This is an optimization exercise on Yosys and OpenROAD, whose aim is small area, not a production implementation.
RTL that was checked went through simulation tests only; none was proved equivalent to the original.
For run 1, only the layout was checked, not whether the RTL still works.

==> flow/design.v (outline; a module is shown in full before it is edited, if it fits) <==
// module liv_fa: 10 lines
// module liv_ha: 9 lines
// module liv_xor: 7 lines
// module liv_xnor: 7 lines
// module luma_invert_via_yuv: 1450 lines
module luma_invert_via_yuv (
    input  wire logic       i_clk,
    input  wire logic       i_rst_n,
    input  wire logic       start,
    output logic            busy,
    input  wire logic [7:0] i_red_in,
    input  wire logic [7:0] i_green_in,
    input  wire logic [7:0] i_blue_in,
    input  wire logic [7:0] i_alpha_in,
    input  wire logic       i_last_in,
    output logic            o_valid,
    output logic [7:0]      o_red_out,
    output logic [7:0]      o_green_out,
    output logic [7:0]      o_blue_out,
    output logic [7:0]      o_alpha_out,
    output logic            o_last_out
);
  // ...
==> flow/flow/run.sh <==
#!/bin/bash
# Standard layout, with the smallest buffer cell for the port buffers and a
# clock tree of smaller buffers without dummy loads.
export BUFFER_PORTS_ARGS="-buffer_cell sky130_fd_sc_hd__buf_1"
export CTS_ARGS="-sink_clustering_enable -repair_clock_nets -dont_use_dummy_load -buf_list sky130_fd_sc_hd__clkbuf_8 -sink_clustering_size 12"
bash standard.sh > standard.log 2>&1
==> flow/standard.sh <==
#!/bin/bash
# synth_recipe.tcl (not shown) runs the flow's synth.tcl, then flattens the netlist and writes it again
# the make line also repeats each setting of config.mk as NAME=value (left out here)
make -C /OpenROAD-flow-scripts/flow DESIGN_CONFIG=/design/flow/config.mk WORK_HOME=/design/flow/orfs CLKGATE_MAP_FILE= SYNTH_SCRIPT=/design/flow/synth_recipe.tcl "${@:-finish}"
==> flow/config.mk <==
export PLATFORM = sky130hd
export DESIGN_NAME = luma_invert_via_yuv
export DESIGN_NICKNAME = luma_invert_via_yuv
export VERILOG_FILES = /design/flow/design.v
export SDC_FILE = /design/flow/constraint.sdc
export NUM_CORES = 4
export LEC_CHECK = 0
export ABC_AREA = 0
export CAP_MARGIN = 20
export CORE_MARGIN = 2
export CORE_UTILIZATION = 40
export SLEW_MARGIN = 20
export SYNTH_HIERARCHICAL = 1
export SYNTH_MINIMUM_KEEP_SIZE = 0
==> flow/constraint.sdc <==
create_clock -name core_clock -period 5.5 [get_ports {i_clk}]
set_input_delay 1.1000 -clock core_clock [delete_from_list [all_inputs] [get_ports {i_clk}]]
set_output_delay 1.1000 -clock core_clock [all_outputs]
set_load 0.01 [all_outputs]
==> results.toml, run 1 <==
[status]
status = "no timing/DRC/antenna violations"

[grt]
wire_length_of_the_first_global_routing_pass_mm = 43.3
grt_max_degree = 18

[finish]
fill_cells = 2884
multi_input_comb_cells = 696
drive_gt1_share_pct = 7.51
area.growth.synth_to_final_pct = 10.2
final-nonclk-buf-share_pct = 3.80
seqAreaFraction_pct = 22.2
mostFrequentLayoutCell = "fa_1"
fin_nets = 1506

[clock_network]
clkSlewWorstSetupHoldPaths_ps = 100
postCtsSetupRepairBufs = 0
cts.sinks = 157

[timing]
timing.final.setup_violations = 0
max-slew-margin-rel_pct = 39.8

[logic_synthesis]
synth-adder-area-share_pct = 58.3
synthFlopType = "dfxtp_1"

[worst_setup_path]
cp.buffers_inverters = 1
arrival_ps = 4180
critical_path.max_fanout = 8
worst-r2r-cell-count = 14
critPathTopFamily = "adder cells"
cp-end-kind = "output port"

[routing]
met3RoutedLength_mm = 1.11

[worst_hold_path]
hold_path_depth = 0
min_from = "r_alpha[2][1]$_DFF_P_"

[die]
die-area_sq_mm = 0.0337
fp.coreArea_sq_mm = 0.0316
==> inputs of run 2 (changes only) <==
--- a/flow/design.v
+++ b/flow/design.v
@@ -86,19 +86,20 @@
     logic f_vsat;
     logic [0:0] oR_x0_12;
     logic [0:0] oR_x0_13;
     logic [7:0] n_R;
     logic [0:0] oG_r15;
     logic [0:0] oG_r16;
     logic [0:0] oG_r17;
     logic [0:0] oG_r18;
-    logic [0:0] oG_x0_19;
-    logic [0:0] oG_x0_20;
+    logic [0:0] oG_r19;
+    logic [0:0] oG_r20;
     logic [0:0] oG_x0_21;
+    logic [0:0] oG_x0_22;
     logic [7:0] n_G;
     logic [0:0] oB_x0_10;
     logic [0:0] oB_x0_11;
     logic [7:0] n_B;
     logic w_0;
     logic w_1;
     logic w_2;
     logic w_3;
@@ -593,167 +594,166 @@
     logic w_792;
     logic w_793;
     logic w_794;
     logic w_795;
     logic w_796;
     logic w_797, w_798;
     logic w_799, w_800;
     logic w_801, w_802;
-    logic w_803;
-    logic w_804;
-    logic w_805, w_806;
-    logic w_807, w_808;
-    logic w_809, w_810;
-    logic w_811, w_812;
-    logic w_813, w_814;
-    logic w_815, w_816;
-    logic w_817, w_818;
-    logic w_819, w_820;
-    logic w_821, w_822;
-    logic w_823, w_824;
-    logic w_825, w_826;
-    logic w_827, w_828;
-    logic w_829, w_830;
-    logic w_831, w_832;
-    logic w_833, w_834;
-    logic w_835, w_836;
-    logic w_837, w_838;
-    logic w_839, w_840;
-    logic w_841, w_842;
-    logic w_843, w_844;
-    logic w_845, w_846;
-    logic w_847, w_848;
-    logic w_849;
+    logic w_803, w_804;
+    logic w_805;
+    logic w_806;
+    logic w_807;
+    logic w_808, w_809;
+    logic w_810, w_811;
+    logic w_812, w_813;
+    logic w_814, w_815;
+    logic w_816, w_817;
+    logic w_818, w_819;
+    logic w_820, w_821;
+    logic w_822, w_823;
+    logic w_824, w_825;
+    logic w_826, w_827;
+    logic w_828, w_829;
+    logic w_830, w_831;
+    logic w_832, w_833;
+    logic w_834, w_835;
+    logic w_836, w_837;
+    logic w_838, w_839;
+    logic w_840, w_841;
+    logic w_842, w_843;
+    logic w_844, w_845;
+    logic w_846, w_847;
+    logic w_848, w_849;
     logic w_850, w_851;
     logic w_852, w_853;
-    logic w_854, w_855;
-    logic w_856, w_857;
-    logic w_858, w_859;
-    logic w_860, w_861;
-    logic w_862, w_863;
-    logic w_864, w_865;
-    logic w_866, w_867;
-    logic w_868, w_869;
-    logic w_870, w_871;
-    logic w_872, w_873;
-    logic w_874, w_875;
-    logic w_876, w_877;
-    logic w_878;
+    logic w_854;
+    logic w_855, w_856;
+    logic w_857, w_858;
+    logic w_859, w_860;
+    logic w_861, w_862;
+    logic w_863, w_864;
+    logic w_865, w_866;
+    logic w_867, w_868;
+    logic w_869, w_870;
+    logic w_871, w_872;
+    logic w_873, w_874;
+    logic w_875, w_876;
+    logic w_877, w_878;
     logic w_879, w_880;
     logic w_881, w_882;
     logic w_883, w_884;
     logic w_885, w_886;
-    logic w_887, w_888;
-    logic w_889, w_890;
-    logic w_891, w_892;
-    logic w_893, w_894;
-    logic w_895, w_896;
-    logic w_897, w_898;
-    logic w_899, w_900;
-    logic w_901, w_902;
-    logic w_903, w_904;
-    logic w_905, w_906;
-    logic w_907, w_908;
-    logic w_909, w_910;
-    logic w_911;
-    logic w_912;
-    logic w_913;
-    logic w_914;
-    logic w_915;
-    logic w_916;
-    logic w_917;
-    logic w_918;
-    logic w_919;
-    logic w_920;
-    logic w_921;
-    logic w_922;
-    logic w_923;
+    logic w_887;
+    logic w_888, w_889;
+    logic w_890, w_891;
+    logic w_892, w_893;
+    logic w_894, w_895;
+    logic w_896, w_897;
+    logic w_898, w_899;
+    logic w_900, w_901;
+    logic w_902, w_903;
+    logic w_904, w_905;
+    logic w_906, w_907;
+    logic w_908, w_909;
+    logic w_910, w_911;
+    logic w_912, w_913;
+    logic w_914, w_915;
+    logic w_916, w_917;
+    logic w_918, w_919;
+    logic w_920, w_921;
+    logic w_922, w_923;
     logic w_924;
     logic w_925;
-    logic w_926, w_927;
+    logic w_926;
+    logic w_927;
     logic w_928;
     logic w_929;
-    logic w_930, w_931;
+    logic w_930;
+    logic w_931;
     logic w_932;
     logic w_933;
-    logic w_934, w_935;
+    logic w_934;
+    logic w_935;
     logic w_936;
     logic w_937;
-    logic w_938, w_939;
-    logic w_940;
+    logic w_938;
+    logic w_939, w_940;
     logic w_941;
-    logic w_942, w_943;
-    logic w_944, w_945;
-    logic w_946, w_947;
-    logic w_948;
+    logic w_942;
+    logic w_943, w_944;
+    logic w_945;
+    logic w_946;
+    logic w_947, w_948;
     logic w_949;
     logic w_950;
-    logic w_951;
-    logic w_952;
-    logic w_953, w_954;
+    logic w_951, w_952;
+    logic w_953;
+    logic w_954;
     logic w_955, w_956;
-    logic w_957, w_958;
+    logic w_957;
+    logic w_958;
     logic w_959, w_960;
     logic w_961;
-    logic w_962, w_963;
-    logic w_964, w_965;
-    logic w_966;
+    logic w_962;
+    logic w_963, w_964;
+    logic w_965, w_966;
     logic w_967;
-    logic w_968, w_969;
-    logic w_970, w_971;
-    logic w_972, w_973;
-    logic w_974, w_975;
+    logic w_968;
+    logic w_969, w_970;
+    logic w_971;
+    logic w_972;
+    logic w_973;
+    logic w_974;
+    logic w_975;
     logic w_976;
     logic w_977;
     logic w_978;
-    logic w_979;
-    logic w_980;
+    logic w_979, w_980;
     logic w_981;
     logic w_982;
     logic w_983, w_984;
-    logic w_985;
-    logic w_986, w_987;
-    logic w_988, w_989;
-    logic w_990;
-    logic w_991;
-    logic w_992;
-    logic w_993, w_994;
-    logic w_995, w_996;
-    logic w_997, w_998;
-    logic w_999, w_1000;
-    logic w_1001, w_1002;
-    logic w_1003, w_1004;
-    logic w_1005, w_1006;
-    logic w_1007, w_1008;
-    logic w_1009, w_1010;
-    logic w_1011, w_1012;
-    logic w_1013, w_1014;
-    logic w_1015;
+    logic w_985, w_986;
+    logic w_987;
+    logic w_988;
+    logic w_989;
+    logic w_990, w_991;
+    logic w_992, w_993;
+    logic w_994, w_995;
+    logic w_996, w_997;
+    logic w_998, w_999;
+    logic w_1000, w_1001;
+    logic w_1002, w_1003;
+    logic w_1004, w_1005;
+    logic w_1006, w_1007;
+    logic w_1008, w_1009;
+    logic w_1010, w_1011;
+    logic w_1012;
+    logic w_1013;
+    logic w_1014, w_1015;
     logic w_1016;
-    logic w_1017, w_1018;
-    logic w_1019;
+    logic w_1017;
+    logic w_1018, w_1019;
     logic w_1020;
-    logic w_1021, w_1022;
-    logic w_1023;
+    logic w_1021;
+    logic w_1022, w_1023;
     logic w_1024;
-    logic w_1025, w_1026;
-    logic w_1027;
+    logic w_1025;
+    logic w_1026, w_1027;
     logic w_1028;
-    logic w_1029, w_1030;
-    logic w_1031;
+    logic w_1029;
+    logic w_1030, w_1031;
     logic w_1032;
-    logic w_1033, w_1034;
-    logic w_1035;
+    logic w_1033;
+    logic w_1034, w_1035;
     logic w_1036;
-    logic w_1037, w_1038;
+    logic w_1037;
+    logic w_1038;
     logic w_1039;
-    logic w_1040;
-    logic w_1041;
-    logic w_1042;
     logic [7:0] i_green_in_q1;
     logic [8:0] D1_q1;
     logic [8:0] D2_q1;
     logic [7:0] i_green_in_q2;
     logic [8:0] D1_q2;
     logic [8:0] D2_q2;
     logic [0:0] U_x0_16_q2;
     logic [0:0] U_x0_17_q2;
@@ -764,23 +764,24 @@
     logic [7:0] f_yi_q3;
     logic [7:0] f_dv_q3;
     logic [7:0] f_yi_q4;
     logic [7:0] f_dv_q4;
     logic [0:0] oR_x0_12_q4;
     logic [0:0] oR_x0_13_q4;
     logic [7:0] f_du_q3;
     logic [7:0] f_du_q4;
-    logic [0:0] oG_x0_19_q4;
-    logic [0:0] oG_x0_20_q4;
     logic [0:0] oG_x0_21_q4;
+    logic [0:0] oG_x0_22_q4;
     logic [0:0] oG_r15_q4;
     logic [0:0] oG_r16_q4;
     logic [0:0] oG_r17_q4;
     logic [0:0] oG_r18_q4;
+    logic [0:0] oG_r19_q4;
+    logic [0:0] oG_r20_q4;
     logic [0:0] oB_x0_10_q4;
     logic [0:0] oB_x0_11_q4;
     assign w_0 = ~i_red_in[0];
     assign w_1 = ~i_red_in[1];
     assign w_2 = ~i_red_in[2];
     assign w_3 = ~i_red_in[3];
     assign w_4 = ~i_red_in[4];
     assign w_5 = ~i_red_in[5];
@@ -1285,182 +1286,182 @@
     assign o_red_out = {n_R[7], n_R[6], n_R[5], n_R[4], n_R[3], n_R[2], n_R[1], n_R[0]};
     assign w_790 = ~f_du_q3[0];
     assign w_791 = ~f_du_q3[1];
     assign w_792 = ~f_du_q3[2];
     assign w_793 = ~f_du_q3[3];
     assign w_794 = ~f_du_q3[4];
     assign w_795 = ~f_du_q3[5];
     assign w_796 = ~f_du_q3[6];
-    liv_fa u_w_797 (.i_a(f_du_q3[7]), .i_b(f_du_q3[2]), .i_c(w_795), .o_s(w_797), .o_c(w_798));
-    liv_fa u_w_799 (.i_a(f_yi_q3[0]), .i_b(f_du_q3[3]), .i_c(w_796), .o_s(w_799), .o_c(w_800));
-    liv_fa u_w_801 (.i_a(f_yi_q3[1]), .i_b(f_du_q3[7]), .i_c(f_du_q3[4]), .o_s(w_801), .o_c(w_802));
-    assign w_803 = ~f_du_q3[7];
-    assign w_804 = ~f_yi_q3[2];
-    liv_fa u_w_805 (.i_a(f_dv_q3[7]), .i_b(w_795), .i_c(w_790), .o_s(w_805), .o_c(w_806));
-    liv_fa u_w_807 (.i_a(w_796), .i_b(w_791), .i_c(w_691), .o_s(w_807), .o_c(w_808));
-    liv_fa u_w_809 (.i_a(w_792), .i_b(w_790), .i_c(w_693), .o_s(w_809), .o_c(w_810));
-    liv_fa u_w_811 (.i_a(w_690), .i_b(w_687), .i_c(w_803), .o_s(w_811), .o_c(w_812));
-    liv_fa u_w_813 (.i_a(f_du_q3[7]), .i_b(w_793), .i_c(w_791), .o_s(w_813), .o_c(w_814));
-    liv_fa u_w_815 (.i_a(w_694), .i_b(w_691), .i_c(w_688), .o_s(w_815), .o_c(w_816));
-    liv_fa u_w_817 (.i_a(f_dv_q3[7]), .i_b(w_794), .i_c(w_792), .o_s(w_817), .o_c(w_818));
-    liv_fa u_w_819 (.i_a(w_693), .i_b(w_689), .i_c(w_687), .o_s(w_819), .o_c(w_820));
-    liv_fa u_w_821 (.i_a(f_du_q3[0]), .i_b(w_795), .i_c(w_793), .o_s(w_821), .o_c(w_822));
-    liv_fa u_w_823 (.i_a(w_694), .i_b(w_690), .i_c(w_688), .o_s(w_823), .o_c(w_824));
-    liv_fa u_w_825 (.i_a(f_dv_q3[7]), .i_b(w_796), .i_c(w_794), .o_s(w_825), .o_c(w_826));
-    liv_fa u_w_827 (.i_a(w_691), .i_b(w_689), .i_c(w_791), .o_s(w_827), .o_c(w_828));
-    liv_fa u_w_829 (.i_a(f_du_q3[1]), .i_b(w_790), .i_c(w_693), .o_s(w_829), .o_c(w_830));
-    liv_fa u_w_831 (.i_a(w_690), .i_b(w_687), .i_c(w_797), .o_s(w_831), .o_c(w_832));
-    liv_fa u_w_833 (.i_a(w_791), .i_b(w_694), .i_c(w_691), .o_s(w_833), .o_c(w_834));
-    liv_fa u_w_835 (.i_a(w_688), .i_b(w_798), .i_c(w_799), .o_s(w_835), .o_c(w_836));
-    liv_fa u_w_837 (.i_a(f_dv_q3[7]), .i_b(w_792), .i_c(w_693), .o_s(w_837), .o_c(w_838));
-    liv_fa u_w_839 (.i_a(w_689), .i_b(w_800), .i_c(w_801), .o_s(w_839), .o_c(w_840));
-    liv_fa u_w_841 (.i_a(f_du_q3[5]), .i_b(w_793), .i_c(w_694), .o_s(w_841), .o_c(w_842));
-    liv_fa u_w_843 (.i_a(w_690), .i_b(w_804), .i_c(w_802), .o_s(w_843), .o_c(w_844));
-    liv_fa u_w_845 (.i_a(f_yi_q3[3]), .i_b(f_du_q3[6]), .i_c(f_dv_q3[7]), .o_s(w_845), .o_c(w_846));
-    liv_fa u_w_847 (.i_a(f_yi_q3[2]), .i_b(w_794), .i_c(w_691), .o_s(w_847), .o_c(w_848));
-    assign w_849 = ~w_794;
-    liv_fa u_w_850 (.i_a(w_793), .i_b(w_693), .i_c(w_688), .o_s(w_850), .o_c(w_851));
-    liv_fa u_w_852 (.i_a(w_694), .i_b(w_689), .i_c(w_687), .o_s(w_852), .o_c(w_853));
-    liv_fa u_w_854 (.i_a(w_690), .i_b(w_688), .i_c(w_794), .o_s(w_854), .o_c(w_855));
-    liv_fa u_w_856 (.i_a(w_689), .i_b(w_806), .i_c(w_807), .o_s(w_856), .o_c(w_857));
-    liv_fa u_w_858 (.i_a(w_808), .i_b(w_809), .i_c(w_811), .o_s(w_858), .o_c(w_859));
-    liv_fa u_w_860 (.i_a(w_810), .i_b(w_812), .i_c(w_813), .o_s(w_860), .o_c(w_861));
-    liv_fa u_w_862 (.i_a(w_814), .i_b(w_816), .i_c(w_817), .o_s(w_862), .o_c(w_863));
-    liv_fa u_w_864 (.i_a(w_818), .i_b(w_820), .i_c(w_821), .o_s(w_864), .o_c(w_865));
-    liv_fa u_w_866 (.i_a(w_822), .i_b(w_824), .i_c(w_825), .o_s(w_866), .o_c(w_867));
-    liv_fa u_w_868 (.i_a(w_826), .i_b(w_828), .i_c(w_829), .o_s(w_868), .o_c(w_869));
-    liv_fa u_w_870 (.i_a(w_830), .i_b(w_833), .i_c(w_832), .o_s(w_870), .o_c(w_871));
-    liv_fa u_w_872 (.i_a(w_834), .i_b(w_837), .i_c(w_836), .o_s(w_872), .o_c(w_873));
-    liv_fa u_w_874 (.i_a(w_838), .i_b(w_841), .i_c(w_840), .o_s(w_874), .o_c(w_875));
-    liv_fa u_w_876 (.i_a(w_842), .i_b(w_845), .i_c(w_847), .o_s(w_876), .o_c(w_877));
-    assign w_878 = ~w_792;
-    liv_ha u_w_879 (.i_a(w_791), .i_b(w_690), .o_s(w_879), .o_c(w_880));
-    liv_fa u_w_881 (.i_a(w_691), .i_b(w_687), .i_c(w_878), .o_s(w_881), .o_c(w_882));
-    liv_ha u_w_883 (.i_a(w_792), .i_b(w_850), .o_s(w_883), .o_c(w_884));
-    liv_fa u_w_885 (.i_a(w_849), .i_b(w_851), .i_c(w_852), .o_s(w_885), .o_c(w_886));
-    liv_fa u_w_887 (.i_a(w_853), .i_b(w_805), .i_c(w_854), .o_s(w_887), .o_c(w_888));
-    liv_ha u_w_889 (.i_a(w_855), .i_b(w_856), .o_s(w_889), .o_c(w_890));
-    liv_ha u_w_891 (.i_a(w_857), .i_b(w_858), .o_s(w_891), .o_c(w_892));
-    liv_fa u_w_893 (.i_a(w_815), .i_b(w_859), .i_c(w_860), .o_s(w_893), .o_c(w_894));
-    liv_fa u_w_895 (.i_a(w_819), .i_b(w_861), .i_c(w_862), .o_s(w_895), .o_c(w_896));
-    liv_fa u_w_897 (.i_a(w_823), .i_b(w_863), .i_c(w_864), .o_s(w_897), .o_c(w_898));
-    liv_fa u_w_899 (.i_a(w_827), .i_b(w_865), .i_c(w_866), .o_s(w_899), .o_c(w_900));
-    liv_fa u_w_901 (.i_a(w_867), .i_b(w_831), .i_c(w_868), .o_s(w_901), .o_c(w_902));
-    liv_fa u_w_903 (.i_a(w_869), .i_b(w_835), .i_c(w_870), .o_s(w_903), .o_c(w_904));
-    liv_fa u_w_905 (.i_a(w_839), .i_b(w_871), .i_c(w_872), .o_s(w_905), .o_c(w_906));
-    liv_fa u_w_907 (.i_a(w_843), .i_b(w_873), .i_c(w_874), .o_s(w_907), .o_c(w_908));
-    liv_fa u_w_909 (.i_a(w_844), .i_b(w_876), .i_c(w_875), .o_s(w_909), .o_c(w_910));
-    assign w_911 = ~w_790;
-    assign w_912 = w_688 & w_687;
-    assign w_913 = (w_689 & w_911) | (w_689 & w_912) | (w_911 & w_912);
-    assign w_914 = (w_790 & w_879) | (w_790 & w_913) | (w_879 & w_913);
-    assign w_915 = (w_880 & w_881) | (w_880 & w_914) | (w_881 & w_914);
-    assign w_916 = (w_882 & w_883) | (w_882 & w_915) | (w_883 & w_915);
-    assign w_917 = (w_884 & w_885) | (w_884 & w_916) | (w_885 & w_916);
-    assign w_918 = (w_886 & w_887) | (w_886 & w_917) | (w_887 & w_917);
-    assign w_919 = (w_888 & w_889) | (w_888 & w_918) | (w_889 & w_918);
-    assign w_920 = (w_890 & w_891) | (w_890 & w_919) | (w_891 & w_919);
-    assign w_921 = (w_892 & w_893) | (w_892 & w_920) | (w_893 & w_920);
-    assign w_922 = (w_894 & w_895) | (w_894 & w_921) | (w_895 & w_921);
-    assign w_923 = (w_896 & w_897) | (w_896 & w_922) | (w_897 & w_922);
-    assign w_924 = (w_898 & w_899) | (w_898 & w_923) | (w_899 & w_923);
-    assign w_925 = (w_900 & w_901) | (w_900 & w_924) | (w_901 & w_924);
-    liv_ha u_w_926 (.i_a(w_902), .i_b(w_903), .o_s(w_926), .o_c(w_927));
-    liv_xor u_w_928 (.i_a(w_926), .i_b(w_925), .o_y(w_928));
-    assign w_929 = w_927 | (w_926 & w_925);
-    liv_ha u_w_930 (.i_a(w_904), .i_b(w_905), .o_s(w_930), .o_c(w_931));
-    liv_xor u_w_932 (.i_a(w_930), .i_b(w_929), .o_y(w_932));
-    assign w_933 = w_931 | (w_930 & w_929);
-    liv_ha u_w_934 (.i_a(w_906), .i_b(w_907), .o_s(w_934), .o_c(w_935));
-    liv_xor u_w_936 (.i_a(w_934), .i_b(w_933), .o_y(w_936));
-    assign w_937 = w_935 | (w_934 & w_933);
-    liv_ha u_w_938 (.i_a(w_908), .i_b(w_909), .o_s(w_938), .o_c(w_939));
-    liv_xor u_w_940 (.i_a(w_938), .i_b(w_937), .o_y(w_940));
-    assign w_941 = w_939 | (w_938 & w_937);
-    liv_fa u_w_942 (.i_a(w_846), .i_b(w_848), .i_c(w_877), .o_s(w_942), .o_c(w_943));
-    liv_fa u_w_944 (.i_a(w_942), .i_b(w_910), .i_c(w_941), .o_s(w_944), .o_c(w_945));
-    liv_ha u_w_946 (.i_a(w_943), .i_b(w_945), .o_s(w_946), .o_c(w_947));
-    assign oG_r15 = w_928;
-    assign oG_r16 = w_932;
-    assign oG_r17 = w_936;
-    assign oG_r18 = w_940;
-    assign oG_x0_19 = w_944;
-    assign oG_x0_20 = w_946;
-    assign oG_x0_21 = w_947;
-    assign w_948 = ~f_du_q4[7];
-    assign w_949 = ~f_du_q4[5];
-    assign w_950 = ~f_dv_q4[5];
-    assign w_951 = ~f_du_q4[6];
-    assign w_952 = ~f_dv_q4[6];
-    liv_fa u_w_953 (.i_a(f_yi_q4[4]), .i_b(oG_x0_19_q4[0]), .i_c(w_948), .o_s(w_953), .o_c(w_954));
-    liv_fa u_w_955 (.i_a(f_yi_q4[5]), .i_b(oG_x0_20_q4[0]), .i_c(w_951), .o_s(w_955), .o_c(w_956));
-    liv_fa u_w_957 (.i_a(f_yi_q4[6]), .i_b(f_du_q4[7]), .i_c(f_dv_q4[7]), .o_s(w_957), .o_c(w_958));
-    liv_fa u_w_959 (.i_a(oG_x0_21_q4[0]), .i_b(w_956), .i_c(w_957), .o_s(w_959), .o_c(w_960));
-    assign w_961 = ~w_952;
-    liv_fa u_w_962 (.i_a(w_949), .i_b(w_950), .i_c(w_953), .o_s(w_962), .o_c(w_963));
-    liv_fa u_w_964 (.i_a(w_961), .i_b(w_954), .i_c(w_955), .o_s(w_964), .o_c(w_965));
-    liv_xnor u_w_966 (.i_a(w_952), .i_b(w_959), .o_y(w_966));
-    assign w_967 = w_952 | w_959;
-    liv_fa u_w_968 (.i_a(f_yi_q4[7]), .i_b(w_958), .i_c(w_960), .o_s(w_968), .o_c(w_969));
-    liv_ha u_w_970 (.i_a(w_963), .i_b(w_964), .o_s(w_970), .o_c(w_971));
-    liv_fa u_w_972 (.i_a(w_965), .i_b(w_966), .i_c(w_971), .o_s(w_972), .o_c(w_973));
-    liv_fa u_w_974 (.i_a(w_967), .i_b(w_968), .i_c(w_973), .o_s(w_974), .o_c(w_975));
-    liv_xnor u_w_976 (.i_a(w_969), .i_b(w_975), .o_y(w_976));
-    assign w_977 = w_969 | w_975;
-    assign n_G = ~w_977 ? 8'd0 : (w_976 ? 8'd255 : {w_974, w_972, w_970, w_962, oG_r18_q4[0], oG_r17_q4[0], oG_r16_q4[0], oG_r15_q4[0]});
+    liv_fa u_w_797 (.i_a(f_dv_q3[7]), .i_b(w_796), .i_c(w_794), .o_s(w_797), .o_c(w_798));
+    liv_fa u_w_799 (.i_a(f_du_q3[7]), .i_b(w_795), .i_c(w_792), .o_s(w_799), .o_c(w_800));
+    liv_fa u_w_801 (.i_a(f_yi_q3[0]), .i_b(w_796), .i_c(w_793), .o_s(w_801), .o_c(w_802));
+    liv_fa u_w_803 (.i_a(f_yi_q3[1]), .i_b(f_du_q3[7]), .i_c(f_dv_q3[7]), .o_s(w_803), .o_c(w_804));
+    assign w_805 = ~f_du_q3[7];
+    assign w_806 = ~w_795;
+    assign w_807 = ~f_yi_q3[2];
+    liv_fa u_w_808 (.i_a(f_dv_q3[7]), .i_b(w_795), .i_c(w_790), .o_s(w_808), .o_c(w_809));
+    liv_fa u_w_810 (.i_a(w_796), .i_b(w_791), .i_c(w_691), .o_s(w_810), .o_c(w_811));
+    liv_fa u_w_812 (.i_a(w_792), .i_b(w_790), .i_c(w_693), .o_s(w_812), .o_c(w_813));
+    liv_fa u_w_814 (.i_a(w_690), .i_b(w_687), .i_c(w_805), .o_s(w_814), .o_c(w_815));
+    liv_fa u_w_816 (.i_a(f_du_q3[7]), .i_b(w_793), .i_c(w_791), .o_s(w_816), .o_c(w_817));
+    liv_fa u_w_818 (.i_a(w_694), .i_b(w_691), .i_c(w_688), .o_s(w_818), .o_c(w_819));
+    liv_fa u_w_820 (.i_a(f_dv_q3[7]), .i_b(w_794), .i_c(w_792), .o_s(w_820), .o_c(w_821));
+    liv_fa u_w_822 (.i_a(w_693), .i_b(w_689), .i_c(w_687), .o_s(w_822), .o_c(w_823));
+    liv_fa u_w_824 (.i_a(w_793), .i_b(w_790), .i_c(w_694), .o_s(w_824), .o_c(w_825));
+    liv_fa u_w_826 (.i_a(w_690), .i_b(w_688), .i_c(w_806), .o_s(w_826), .o_c(w_827));
+    liv_fa u_w_828 (.i_a(w_791), .i_b(w_790), .i_c(w_691), .o_s(w_828), .o_c(w_829));
+    liv_fa u_w_830 (.i_a(w_689), .i_b(w_795), .i_c(w_797), .o_s(w_830), .o_c(w_831));
+    liv_fa u_w_832 (.i_a(w_791), .i_b(w_693), .i_c(w_690), .o_s(w_832), .o_c(w_833));
+    liv_fa u_w_834 (.i_a(w_687), .i_b(w_798), .i_c(w_799), .o_s(w_834), .o_c(w_835));
+    liv_fa u_w_836 (.i_a(w_792), .i_b(w_694), .i_c(w_691), .o_s(w_836), .o_c(w_837));
+    liv_fa u_w_838 (.i_a(w_688), .i_b(w_800), .i_c(w_801), .o_s(w_838), .o_c(w_839));
+    liv_fa u_w_840 (.i_a(w_794), .i_b(w_793), .i_c(w_693), .o_s(w_840), .o_c(w_841));
+    liv_fa u_w_842 (.i_a(w_689), .i_b(w_802), .i_c(w_803), .o_s(w_842), .o_c(w_843));
+    liv_fa u_w_844 (.i_a(w_795), .i_b(w_794), .i_c(w_694), .o_s(w_844), .o_c(w_845));
+    liv_fa u_w_846 (.i_a(w_690), .i_b(w_807), .i_c(w_804), .o_s(w_846), .o_c(w_847));
+    liv_fa u_w_848 (.i_a(f_yi_q3[3]), .i_b(f_dv_q3[7]), .i_c(f_yi_q3[2]), .o_s(w_848), .o_c(w_849));
+    liv_fa u_w_850 (.i_a(w_796), .i_b(w_795), .i_c(w_691), .o_s(w_850), .o_c(w_851));
+    liv_fa u_w_852 (.i_a(f_yi_q3[4]), .i_b(f_du_q3[7]), .i_c(w_796), .o_s(w_852), .o_c(w_853));
+    assign w_854 = ~w_794;
+    liv_fa u_w_855 (.i_a(w_793), .i_b(w_693), .i_c(w_688), .o_s(w_855), .o_c(w_856));
+    liv_fa u_w_857 (.i_a(w_694), .i_b(w_689), .i_c(w_687), .o_s(w_857), .o_c(w_858));
+    liv_fa u_w_859 (.i_a(w_690), .i_b(w_688), .i_c(w_794), .o_s(w_859), .o_c(w_860));
+    liv_fa u_w_861 (.i_a(w_689), .i_b(w_809), .i_c(w_810), .o_s(w_861), .o_c(w_862));
+    liv_fa u_w_863 (.i_a(w_811), .i_b(w_812), .i_c(w_814), .o_s(w_863), .o_c(w_864));
+    liv_fa u_w_865 (.i_a(w_813), .i_b(w_815), .i_c(w_816), .o_s(w_865), .o_c(w_866));
+    liv_fa u_w_867 (.i_a(w_817), .i_b(w_819), .i_c(w_820), .o_s(w_867), .o_c(w_868));
+    liv_fa u_w_869 (.i_a(w_821), .i_b(w_823), .i_c(w_824), .o_s(w_869), .o_c(w_870));
+    liv_fa u_w_871 (.i_a(w_825), .i_b(w_827), .i_c(w_828), .o_s(w_871), .o_c(w_872));
+    liv_fa u_w_873 (.i_a(w_829), .i_b(w_832), .i_c(w_831), .o_s(w_873), .o_c(w_874));
+    liv_fa u_w_875 (.i_a(w_833), .i_b(w_836), .i_c(w_835), .o_s(w_875), .o_c(w_876));
+    liv_fa u_w_877 (.i_a(w_837), .i_b(w_840), .i_c(w_839), .o_s(w_877), .o_c(w_878));
+    liv_fa u_w_879 (.i_a(w_841), .i_b(w_844), .i_c(w_843), .o_s(w_879), .o_c(w_880));
+    liv_fa u_w_881 (.i_a(w_845), .i_b(w_848), .i_c(w_850), .o_s(w_881), .o_c(w_882));
+    liv_fa u_w_883 (.i_a(w_693), .i_b(w_849), .i_c(w_851), .o_s(w_883), .o_c(w_884));
+    liv_fa u_w_885 (.i_a(f_yi_q3[5]), .i_b(f_du_q3[7]), .i_c(w_694), .o_s(w_885), .o_c(w_886));
+    assign w_887 = ~w_792;
+    liv_ha u_w_888 (.i_a(w_791), .i_b(w_690), .o_s(w_888), .o_c(w_889));
+    liv_fa u_w_890 (.i_a(w_691), .i_b(w_687), .i_c(w_887), .o_s(w_890), .o_c(w_891));
+    liv_ha u_w_892 (.i_a(w_792), .i_b(w_855), .o_s(w_892), .o_c(w_893));
+    liv_fa u_w_894 (.i_a(w_854), .i_b(w_856), .i_c(w_857), .o_s(w_894), .o_c(w_895));
+    liv_fa u_w_896 (.i_a(w_858), .i_b(w_808), .i_c(w_859), .o_s(w_896), .o_c(w_897));
+    liv_ha u_w_898 (.i_a(w_860), .i_b(w_861), .o_s(w_898), .o_c(w_899));
+    liv_ha u_w_900 (.i_a(w_862), .i_b(w_863), .o_s(w_900), .o_c(w_901));
+    liv_fa u_w_902 (.i_a(w_818), .i_b(w_864), .i_c(w_865), .o_s(w_902), .o_c(w_903));
+    liv_fa u_w_904 (.i_a(w_822), .i_b(w_866), .i_c(w_867), .o_s(w_904), .o_c(w_905));
+    liv_fa u_w_906 (.i_a(w_826), .i_b(w_868), .i_c(w_869), .o_s(w_906), .o_c(w_907));
+    liv_fa u_w_908 (.i_a(w_870), .i_b(w_830), .i_c(w_871), .o_s(w_908), .o_c(w_909));
+    liv_fa u_w_910 (.i_a(w_872), .i_b(w_834), .i_c(w_873), .o_s(w_910), .o_c(w_911));
+    liv_fa u_w_912 (.i_a(w_838), .i_b(w_874), .i_c(w_875), .o_s(w_912), .o_c(w_913));
+    liv_fa u_w_914 (.i_a(w_842), .i_b(w_876), .i_c(w_877), .o_s(w_914), .o_c(w_915));
+    liv_fa u_w_916 (.i_a(w_846), .i_b(w_878), .i_c(w_879), .o_s(w_916), .o_c(w_917));
+    liv_fa u_w_918 (.i_a(w_847), .i_b(w_881), .i_c(w_880), .o_s(w_918), .o_c(w_919));
+    liv_fa u_w_920 (.i_a(w_852), .i_b(w_882), .i_c(w_883), .o_s(w_920), .o_c(w_921));
+    liv_fa u_w_922 (.i_a(w_853), .i_b(w_885), .i_c(w_884), .o_s(w_922), .o_c(w_923));
+    assign w_924 = ~w_790;
+    assign w_925 = w_688 & w_687;
+    assign w_926 = (w_689 & w_924) | (w_689 & w_925) | (w_924 & w_925);
+    assign w_927 = (w_790 & w_888) | (w_790 & w_926) | (w_888 & w_926);
+    assign w_928 = (w_889 & w_890) | (w_889 & w_927) | (w_890 & w_927);
+    assign w_929 = (w_891 & w_892) | (w_891 & w_928) | (w_892 & w_928);
+    assign w_930 = (w_893 & w_894) | (w_893 & w_929) | (w_894 & w_929);
+    assign w_931 = (w_895 & w_896) | (w_895 & w_930) | (w_896 & w_930);
+    assign w_932 = (w_897 & w_898) | (w_897 & w_931) | (w_898 & w_931);
+    assign w_933 = (w_899 & w_900) | (w_899 & w_932) | (w_900 & w_932);
+    assign w_934 = (w_901 & w_902) | (w_901 & w_933) | (w_902 & w_933);
+    assign w_935 = (w_903 & w_904) | (w_903 & w_934) | (w_904 & w_934);
+    assign w_936 = (w_905 & w_906) | (w_905 & w_935) | (w_906 & w_935);
+    assign w_937 = (w_907 & w_908) | (w_907 & w_936) | (w_908 & w_936);
+    assign w_938 = (w_909 & w_910) | (w_909 & w_937) | (w_910 & w_937);
+    liv_ha u_w_939 (.i_a(w_911), .i_b(w_912), .o_s(w_939), .o_c(w_940));
+    liv_xor u_w_941 (.i_a(w_939), .i_b(w_938), .o_y(w_941));
+    assign w_942 = w_940 | (w_939 & w_938);
+    liv_ha u_w_943 (.i_a(w_913), .i_b(w_914), .o_s(w_943), .o_c(w_944));
+    liv_xor u_w_945 (.i_a(w_943), .i_b(w_942), .o_y(w_945));
+    assign w_946 = w_944 | (w_943 & w_942);
+    liv_ha u_w_947 (.i_a(w_915), .i_b(w_916), .o_s(w_947), .o_c(w_948));
+    liv_xor u_w_949 (.i_a(w_947), .i_b(w_946), .o_y(w_949));
+    assign w_950 = w_948 | (w_947 & w_946);
+    liv_ha u_w_951 (.i_a(w_917), .i_b(w_918), .o_s(w_951), .o_c(w_952));
+    liv_xor u_w_953 (.i_a(w_951), .i_b(w_950), .o_y(w_953));
+    assign w_954 = w_952 | (w_951 & w_950);
+    liv_ha u_w_955 (.i_a(w_919), .i_b(w_920), .o_s(w_955), .o_c(w_956));
+    liv_xor u_w_957 (.i_a(w_955), .i_b(w_954), .o_y(w_957));
+    assign w_958 = w_956 | (w_955 & w_954);
+    liv_ha u_w_959 (.i_a(w_921), .i_b(w_922), .o_s(w_959), .o_c(w_960));
+    liv_xor u_w_961 (.i_a(w_959), .i_b(w_958), .o_y(w_961));
+    assign w_962 = w_960 | (w_959 & w_958);
+    liv_fa u_w_963 (.i_a(w_886), .i_b(w_923), .i_c(w_962), .o_s(w_963), .o_c(w_964));
+    assign oG_r15 = w_941;
+    assign oG_r16 = w_945;
+    assign oG_r17 = w_949;
+    assign oG_r18 = w_953;
+    assign oG_r19 = w_957;
+    assign oG_r20 = w_961;
+    assign oG_x0_21 = w_963;
+    assign oG_x0_22 = w_964;
+    liv_fa u_w_965 (.i_a(f_yi_q4[6]), .i_b(f_dv_q4[7]), .i_c(oG_x0_21_q4[0]), .o_s(w_965), .o_c(w_966));
+    liv_xnor u_w_967 (.i_a(f_yi_q4[7]), .i_b(oG_x0_22_q4[0]), .o_y(w_967));
+    assign w_968 = f_yi_q4[7] | oG_x0_22_q4[0];
+    liv_ha u_w_969 (.i_a(w_966), .i_b(w_967), .o_s(w_969), .o_c(w_970));
+    assign w_971 = ~w_968;
+    liv_xor u_w_972 (.i_a(w_971), .i_b(w_970), .o_y(w_972));
+    assign w_973 = w_968 | (w_971 & w_970);
+    assign n_G = ~w_973 ? 8'd0 : (w_972 ? 8'd255 : {w_969, w_965, oG_r20_q4[0], oG_r19_q4[0], oG_r18_q4[0], oG_r17_q4[0], oG_r16_q4[0], oG_r15_q4[0]});
     assign o_green_out = {n_G[7], n_G[6], n_G[5], n_G[4], n_G[3], n_G[2], n_G[1], n_G[0]};
-    assign w_978 = f_du_q3[5] & f_du_q3[0];
-    assign w_979 = (f_du_q3[6] & f_du_q3[1]) | (f_du_q3[6] & w_978) | (f_du_q3[1] & w_978);
-    assign w_980 = (w_803 & w_792) | (w_803 & w_979) | (w_792 & w_979);
-    assign w_981 = (f_du_q3[2] & w_793) | (f_du_q3[2] & w_980) | (w_793 & w_980);
-    assign w_982 = (f_du_q3[3] & w_794) | (f_du_q3[3] & w_981) | (w_794 & w_981);
-    liv_ha u_w_983 (.i_a(f_du_q3[4]), .i_b(w_982), .o_s(w_983), .o_c(w_984));
-    assign oB_x0_10 = w_983;
-    assign oB_x0_11 = w_984;
-    assign w_985 = ~f_yi_q4[1];
-    liv_fa u_w_986 (.i_a(f_du_q4[6]), .i_b(f_du_q4[0]), .i_c(oB_x0_11_q4[0]), .o_s(w_986), .o_c(w_987));
-    liv_fa u_w_988 (.i_a(f_yi_q4[2]), .i_b(f_du_q4[1]), .i_c(f_yi_q4[1]), .o_s(w_988), .o_c(w_989));
-    assign w_990 = ~f_yi_q4[0];
-    assign w_991 = ~f_yi_q4[4];
-    assign w_992 = ~f_yi_q4[7];
-    liv_fa u_w_993 (.i_a(f_du_q4[5]), .i_b(oB_x0_10_q4[0]), .i_c(w_990), .o_s(w_993), .o_c(w_994));
-    liv_fa u_w_995 (.i_a(f_yi_q4[0]), .i_b(w_985), .i_c(w_986), .o_s(w_995), .o_c(w_996));
-    liv_fa u_w_997 (.i_a(w_948), .i_b(w_987), .i_c(w_988), .o_s(w_997), .o_c(w_998));
-    liv_fa u_w_999 (.i_a(f_du_q4[2]), .i_b(w_733), .i_c(w_989), .o_s(w_999), .o_c(w_1000));
-    liv_fa u_w_1001 (.i_a(f_du_q4[3]), .i_b(f_yi_q4[3]), .i_c(w_991), .o_s(w_1001), .o_c(w_1002));
-    liv_fa u_w_1003 (.i_a(f_du_q4[4]), .i_b(f_yi_q4[4]), .i_c(w_743), .o_s(w_1003), .o_c(w_1004));
-    liv_fa u_w_1005 (.i_a(f_du_q4[5]), .i_b(f_yi_q4[5]), .i_c(w_744), .o_s(w_1005), .o_c(w_1006));
-    liv_fa u_w_1007 (.i_a(f_du_q4[6]), .i_b(f_yi_q4[6]), .i_c(w_992), .o_s(w_1007), .o_c(w_1008));
-    liv_ha u_w_1009 (.i_a(f_yi_q4[7]), .i_b(w_948), .o_s(w_1009), .o_c(w_1010));
-    liv_ha u_w_1011 (.i_a(w_994), .i_b(w_995), .o_s(w_1011), .o_c(w_1012));
-    liv_ha u_w_1013 (.i_a(w_996), .i_b(w_997), .o_s(w_1013), .o_c(w_1014));
-    liv_xor u_w_1015 (.i_a(w_1013), .i_b(w_1012), .o_y(w_1015));
-    assign w_1016 = w_1014 | (w_1013 & w_1012);
-    liv_ha u_w_1017 (.i_a(w_998), .i_b(w_999), .o_s(w_1017), .o_c(w_1018));
-    liv_xor u_w_1019 (.i_a(w_1017), .i_b(w_1016), .o_y(w_1019));
-    assign w_1020 = w_1018 | (w_1017 & w_1016);
-    liv_ha u_w_1021 (.i_a(w_1000), .i_b(w_1001), .o_s(w_1021), .o_c(w_1022));
-    liv_xor u_w_1023 (.i_a(w_1021), .i_b(w_1020), .o_y(w_1023));
-    assign w_1024 = w_1022 | (w_1021 & w_1020);
-    liv_ha u_w_1025 (.i_a(w_1002), .i_b(w_1003), .o_s(w_1025), .o_c(w_1026));
-    liv_xor u_w_1027 (.i_a(w_1025), .i_b(w_1024), .o_y(w_1027));
-    assign w_1028 = w_1026 | (w_1025 & w_1024);
-    liv_ha u_w_1029 (.i_a(w_1004), .i_b(w_1005), .o_s(w_1029), .o_c(w_1030));
-    liv_xor u_w_1031 (.i_a(w_1029), .i_b(w_1028), .o_y(w_1031));
-    assign w_1032 = w_1030 | (w_1029 & w_1028);
-    liv_ha u_w_1033 (.i_a(w_1006), .i_b(w_1007), .o_s(w_1033), .o_c(w_1034));
-    liv_xor u_w_1035 (.i_a(w_1033), .i_b(w_1032), .o_y(w_1035));
-    assign w_1036 = w_1034 | (w_1033 & w_1032);
-    liv_ha u_w_1037 (.i_a(w_1008), .i_b(w_1009), .o_s(w_1037), .o_c(w_1038));
-    liv_xor u_w_1039 (.i_a(w_1037), .i_b(w_1036), .o_y(w_1039));
-    assign w_1040 = w_1038 | (w_1037 & w_1036);
-    assign w_1041 = ~w_1010;
-    liv_xor u_w_1042 (.i_a(w_1041), .i_b(w_1040), .o_y(w_1042));
-    assign n_B = w_1042 ? 8'd0 : (w_1039 ? 8'd255 : {w_1035, w_1031, w_1027, w_1023, w_1019, w_1015, w_1011, w_993});
+    assign w_974 = f_du_q3[5] & f_du_q3[0];
+    assign w_975 = (f_du_q3[6] & f_du_q3[1]) | (f_du_q3[6] & w_974) | (f_du_q3[1] & w_974);
+    assign w_976 = (w_805 & w_792) | (w_805 & w_975) | (w_792 & w_975);
+    assign w_977 = (f_du_q3[2] & w_793) | (f_du_q3[2] & w_976) | (w_793 & w_976);
+    assign w_978 = (f_du_q3[3] & w_794) | (f_du_q3[3] & w_977) | (w_794 & w_977);
+    liv_ha u_w_979 (.i_a(f_du_q3[4]), .i_b(w_978), .o_s(w_979), .o_c(w_980));
+    assign oB_x0_10 = w_979;
+    assign oB_x0_11 = w_980;
+    assign w_981 = ~f_du_q4[7];
+    assign w_982 = ~f_yi_q4[1];
+    liv_fa u_w_983 (.i_a(f_du_q4[6]), .i_b(f_du_q4[0]), .i_c(oB_x0_11_q4[0]), .o_s(w_983), .o_c(w_984));
+    liv_fa u_w_985 (.i_a(f_yi_q4[2]), .i_b(f_du_q4[1]), .i_c(f_yi_q4[1]), .o_s(w_985), .o_c(w_986));
+    assign w_987 = ~f_yi_q4[0];
+    assign w_988 = ~f_yi_q4[4];
+    assign w_989 = ~f_yi_q4[7];
+    liv_fa u_w_990 (.i_a(f_du_q4[5]), .i_b(oB_x0_10_q4[0]), .i_c(w_987), .o_s(w_990), .o_c(w_991));
+    liv_fa u_w_992 (.i_a(f_yi_q4[0]), .i_b(w_982), .i_c(w_983), .o_s(w_992), .o_c(w_993));
+    liv_fa u_w_994 (.i_a(w_981), .i_b(w_984), .i_c(w_985), .o_s(w_994), .o_c(w_995));
+    liv_fa u_w_996 (.i_a(f_du_q4[2]), .i_b(w_733), .i_c(w_986), .o_s(w_996), .o_c(w_997));
+    liv_fa u_w_998 (.i_a(f_du_q4[3]), .i_b(f_yi_q4[3]), .i_c(w_988), .o_s(w_998), .o_c(w_999));
+    liv_fa u_w_1000 (.i_a(f_du_q4[4]), .i_b(f_yi_q4[4]), .i_c(w_743), .o_s(w_1000), .o_c(w_1001));
+    liv_fa u_w_1002 (.i_a(f_du_q4[5]), .i_b(f_yi_q4[5]), .i_c(w_744), .o_s(w_1002), .o_c(w_1003));
+    liv_fa u_w_1004 (.i_a(f_du_q4[6]), .i_b(f_yi_q4[6]), .i_c(w_989), .o_s(w_1004), .o_c(w_1005));
+    liv_ha u_w_1006 (.i_a(f_yi_q4[7]), .i_b(w_981), .o_s(w_1006), .o_c(w_1007));
+    liv_ha u_w_1008 (.i_a(w_991), .i_b(w_992), .o_s(w_1008), .o_c(w_1009));
+    liv_ha u_w_1010 (.i_a(w_993), .i_b(w_994), .o_s(w_1010), .o_c(w_1011));
+    liv_xor u_w_1012 (.i_a(w_1010), .i_b(w_1009), .o_y(w_1012));
+    assign w_1013 = w_1011 | (w_1010 & w_1009);
+    liv_ha u_w_1014 (.i_a(w_995), .i_b(w_996), .o_s(w_1014), .o_c(w_1015));
+    liv_xor u_w_1016 (.i_a(w_1014), .i_b(w_1013), .o_y(w_1016));
+    assign w_1017 = w_1015 | (w_1014 & w_1013);
+    liv_ha u_w_1018 (.i_a(w_997), .i_b(w_998), .o_s(w_1018), .o_c(w_1019));
+    liv_xor u_w_1020 (.i_a(w_1018), .i_b(w_1017), .o_y(w_1020));
+    assign w_1021 = w_1019 | (w_1018 & w_1017);
+    liv_ha u_w_1022 (.i_a(w_999), .i_b(w_1000), .o_s(w_1022), .o_c(w_1023));
+    liv_xor u_w_1024 (.i_a(w_1022), .i_b(w_1021), .o_y(w_1024));
+    assign w_1025 = w_1023 | (w_1022 & w_1021);
+    liv_ha u_w_1026 (.i_a(w_1001), .i_b(w_1002), .o_s(w_1026), .o_c(w_1027));
+    liv_xor u_w_1028 (.i_a(w_1026), .i_b(w_1025), .o_y(w_1028));
+    assign w_1029 = w_1027 | (w_1026 & w_1025);
+    liv_ha u_w_1030 (.i_a(w_1003), .i_b(w_1004), .o_s(w_1030), .o_c(w_1031));
+    liv_xor u_w_1032 (.i_a(w_1030), .i_b(w_1029), .o_y(w_1032));
+    assign w_1033 = w_1031 | (w_1030 & w_1029);
+    liv_ha u_w_1034 (.i_a(w_1005), .i_b(w_1006), .o_s(w_1034), .o_c(w_1035));
+    liv_xor u_w_1036 (.i_a(w_1034), .i_b(w_1033), .o_y(w_1036));
+    assign w_1037 = w_1035 | (w_1034 & w_1033);
+    assign w_1038 = ~w_1007;
+    liv_xor u_w_1039 (.i_a(w_1038), .i_b(w_1037), .o_y(w_1039));
+    assign n_B = w_1039 ? 8'd0 : (w_1036 ? 8'd255 : {w_1032, w_1028, w_1024, w_1020, w_1016, w_1012, w_1008, w_990});
     assign o_blue_out = {n_B[7], n_B[6], n_B[5], n_B[4], n_B[3], n_B[2], n_B[1], n_B[0]};
     always_ff @(posedge i_clk) begin
         i_green_in_q1 <= {i_green_in[7], i_green_in[6], i_green_in[5], i_green_in[4], i_green_in[3], i_green_in[2], i_green_in[1], i_green_in[0]};
         D1_q1 <= {~w_23, w_22, w_20, w_18, w_16, w_14, w_12, w_10, w_8};
         D2_q1 <= {~w_47, w_46, w_44, w_42, w_40, w_38, w_36, w_34, w_32};
         i_green_in_q2 <= {i_green_in_q1[7], i_green_in_q1[6], i_green_in_q1[5], i_green_in_q1[4], i_green_in_q1[3], i_green_in_q1[2], i_green_in_q1[1], i_green_in_q1[0]};
         D1_q2 <= {D1_q1[8], D1_q1[7], D1_q1[6], D1_q1[5], D1_q1[4], D1_q1[3], D1_q1[2], D1_q1[1], D1_q1[0]};
         D2_q2 <= {D2_q1[8], D2_q1[7], D2_q1[6], D2_q1[5], D2_q1[4], D2_q1[3], D2_q1[2], D2_q1[1], D2_q1[0]};
@@ -1473,20 +1474,21 @@
         f_yi_q3 <= {~f_yi[7], ~f_yi[6], ~f_yi[5], ~f_yi[4], ~f_yi[3], ~f_yi[2], ~f_yi[1], ~f_yi[0]};
         f_dv_q3 <= {f_dv[7], f_dv[6], f_dv[5], f_dv[4], f_dv[3], f_dv[2], f_dv[1], f_dv[0]};
         f_yi_q4 <= {f_yi_q3[7], f_yi_q3[6], f_yi_q3[5], f_yi_q3[4], f_yi_q3[3], f_yi_q3[2], f_yi_q3[1], f_yi_q3[0]};
         f_dv_q4 <= {f_dv_q3[7], f_dv_q3[6], f_dv_q3[5], f_dv_q3[4], f_dv_q3[3], f_dv_q3[2], f_dv_q3[1], f_dv_q3[0]};
         oR_x0_12_q4 <= {oR_x0_12[0]};
         oR_x0_13_q4 <= {oR_x0_13[0]};
         f_du_q3 <= {f_du[7], f_du[6], f_du[5], f_du[4], f_du[3], f_du[2], f_du[1], f_du[0]};
         f_du_q4 <= {f_du_q3[7], f_du_q3[6], f_du_q3[5], f_du_q3[4], f_du_q3[3], f_du_q3[2], f_du_q3[1], f_du_q3[0]};
-        oG_x0_19_q4 <= {oG_x0_19[0]};
-        oG_x0_20_q4 <= {oG_x0_20[0]};
         oG_x0_21_q4 <= {oG_x0_21[0]};
+        oG_x0_22_q4 <= {oG_x0_22[0]};
         oG_r15_q4 <= {oG_r15[0]};
         oG_r16_q4 <= {oG_r16[0]};
         oG_r17_q4 <= {oG_r17[0]};
         oG_r18_q4 <= {oG_r18[0]};
+        oG_r19_q4 <= {oG_r19[0]};
+        oG_r20_q4 <= {oG_r20[0]};
         oB_x0_10_q4 <= {oB_x0_10[0]};
         oB_x0_11_q4 <= {oB_x0_11[0]};
     end
 endmodule
 `default_nettype wire
==> results.toml, run 2 <==
[die]
die-height_um = 183
design.portCount = 71
fp.coreArea_sq_mm = 0.0315
initial_utilization_pct = 40.5
chipWidth_um = 183
row_count = 65
die-area_sq_mm = 0.0333

[status]
status = "no timing/DRC/antenna violations"

[worst_setup_path]
arrival_ps = 4170
timing.critical_path.mode_cell = "a21o_1"
cp_slowest_stage_delay_ps = 460
regToRegSetupSlack_ps = 570
nature_of_the_critical_path_startpoint = "flop"
cp-end-kind = "output port"
cp_cell_sequence = "fa_2, fa_1, fa_1, ha_1, a21o_1, a21o_1, a21o_1, a21o_1, a21o_1, a21o_1, xor2_4, nor2_1, nor2_1, buf_1"
timing.critical_path.slowest_stage_cell = "fa_1"
timing_worst_setup_path_type = "reg2out"
critical_path.max_fanout = 8
worst-r2r-cell-count = 14
timing.critical_path.required_ps = 4400

[routing]
route.final.wire_length_mm = 25.7
post-route-drc-count = 0
num_vias = 7215
viasPerCell = 4.98
drt_first_pass_iters = 5
detailedRoute.firstIterationViolations = 319
routed_wire_length_per_instance_um = 17.7
antenna_left = 0

[clock_network]
clock_tree.htree_level_count = 4
cts.sinks = 158
clock_latency_ps = 450
clkSlewWorstSetupHoldPaths_ps = 70
postCtsSetupRepairBufs = 0
cts-root-to-sink-buffers = 2
clock_tree_from_tritoncts = "built"
clock_buffer_count_from_cts = 17
cts-hold-fix-buffers = 0
clock-root-buffer = "clkbuf_8"

[worst_hold_path]
min-delay-path-class = "reg2reg"
hold_path_depth = 0

[logic_synthesis]
synthMuxAreaShare_pct = 0
synthXorXnorAreaFrac_pct = 3.64
synth.cells.most_frequent = "fa_1, dfxtp_1, inv_1"
synthDominantCellAreaShare_pct = 50.5
synthFlopType = "dfxtp_1"
synth.most_common_cell = "fa_1"
netlist_instances = 944
ys_seq_area_share_pct = 24.8
synth_simple_gate_area_share_pct = 3.58
synth.largest_area_cell = "fa_1"
postSynthRegisterBits = 158
yosys-top-cells-area = "fa_1, dfxtp_1, ha_1, inv_1, xor2_1"
ys_async_sr_fraction_pct = 0
mean_post_synth_cell_area_sq_um = 13.5
synth_compound_gate_area_share_pct = 6.59
synth_nets = 1367
largest_family_of_logic_cells_by_synthesized_area = "adder cells"
synth_enable_flop_cells = 0
post_synth_num_cell_types = 55
post_synthesis_cell_area_sq_mm = 0.0128
synth-adder-area-share_pct = 58.0
synthesis.yosys.warnings = 9

[grt]
grt_max_degree = 18
grt_overflow = 0
grt.total_usage_pct = 17.0
wire_length_of_the_first_global_routing_pass_mm = 43.2
antenna_found_initial = 0
first_global_vias = 8293

[job]
max_capacitance_violation_count = 0

[placement]
place.gp.congestion = 0.873
buffer_ports.inserted = 69
placed_cells = 1433
dp.final_hpwl_mm = 21.8
placement.setup.worst_slack_ps = 378

[finish]
final_cell_mix = "fa_1, dfxtp_1, inv_1, buf_1, ha_1"
area.growth.synth_to_final_pct = 9.24
mostFrequentLayoutCell = "fa_1"
registers.top_by_ff_count = "r_alpha"
largest_reg_flops = 32
fin_nets = 1473
layout.cells.non_filler = 1450
drive_gt1_share_pct = 6.01
ant_diodes = 0

[timing]
final.period_utilization_pct = 95.8
worstMarginPinSlew_ps = 711
finalMaxSlewViolations = 0
finalClockSkew_ps = 44.0
rsz0062_at_grt = "false"
timing_hold_violations_final = 0
max_freq_mhz = 190
tns_ps = 0
finalCriticalPeriod_ps = 5270
timing.final.setup_violations = 0
layout_setup_ws_ps = 232
max-slew-margin-rel_pct = 52.2
[run 2: cell count changes after synthesis, sizes merged, moves of 4 or more]
cell,delta
a31oi,-5
maj3,-6
nand2,-7
nand3,-4
nor2,+5
nor3,+4
o21ai,-7
o22ai,+8
o31ai,-4
[run 2: per-module statistics from Yosys (local to each module, per instance)]
module	area (sq um)	times used	cells inside	flops+latches
liv_ha	12.5	65	1	0
luma_invert_via_yuv	5080	1	509	158
liv_xnor	8.76	10	1	0
liv_xor	8.76	38	1	0
liv_fa	20.0	322	1	0
[run 2: final timing paths]
path	start	endpoint
setup / recovery	f_yi_q4[0]$_DFF_P_	o_red_out[7]
hold / removal	r_alpha[0][4]$_DFF_P_	r_alpha[1][4]$_DFF_P_
setup reg to reg	D2_q2[4]$_DFF_P_	f_dv_q3[5]$_DFF_P_
hold reg to reg	r_alpha[0][4]$_DFF_P_	r_alpha[1][4]$_DFF_P_
[run 2: layout make-up]
cell class	count	area (sq um)
fill	2893	17500
multi-input combinational	674	9190
sequential	158	3160
tap	402	503
timing repair buffer	94	448
inverter	105	394
clock buffer	17	234
[run 2: cell families (layout without fill, tap and decap cells)]
logic type | count (synthesis) | in the layout
DFF | 158 | 158
other | 1 | 1
buffers and inverters | 112 | 216
xor gates and xnor gates | 53 | 53
adders and majority gates | 401 | 401
AOI/OAI and AO/OA | 112 | 112
and+or+nand+nor | 107 | 107
[run 2: through the flow]
stage,util [%],hold slack (ps),instance area (sq um)
after global placement,43.5,310,13700
after global routing,44.3,316,13900
after detailed placement,43.5,312,13700
final,44.3,317,13900
after floorplan,-,310,12800
after CTS,44.2,315,13900
[run 2: routing by layer]
layer  track usage [%]  part of all wire [%]  wire length (um)  up-vias
met2              30.2                    52             13400      164
met3              3.21                   3.6               935       29
met5                 0                     0                 0        -
met1              21.4                    43             11000     3779
met4              4.16                   1.6               419        0
li1                  -                     -                 -     3243
[run 2: critical path, delay by kind of cell, from the launching register on]
kind / cells / cell delay [ps]
compound gates: 6 / 1260
xor+xnor: 1 / 240
fa+ha+maj: 4 / 1590
buf+inv: 1 / 160
flops: 1 / 350
simple gates: 2 / 170
[run 2: what timing repair did]
action                     4_1_cts  5_1_grt
gates resized for setup          1        5
pin swaps                        0        1
setup endpoints to repair        8        8

==> separate check: timing with driven ports <==
In the flow no input, the clock included, has a driving cell. The finished layouts below were timed again as built, in two steps.
Step 1 assumes that a clkbuf_16 drives the clock port and a buf_2 every other input.
Step 2, shift: input delay + t, output delay - t, t = (earliest + latest rising clock arrival at the registers) / 2. This alone moves slack from input paths to output paths.
a / b / c = ideal ports / drivers / drivers and shift; a / b = the first two.
run	t (ns)	setup slack, ns	latest minus earliest clock arrival (ns)	slew at the worst register clock pin (ns)
run 1	0.483	0.216 / 0.173 / 0.629	0.042 / 0.042	0.10 / 0.10
run 2	0.464	0.232 / 0.196 / 0.573	0.045 / 0.045	0.09 / 0.09
After both steps every run listed still meets setup and hold.
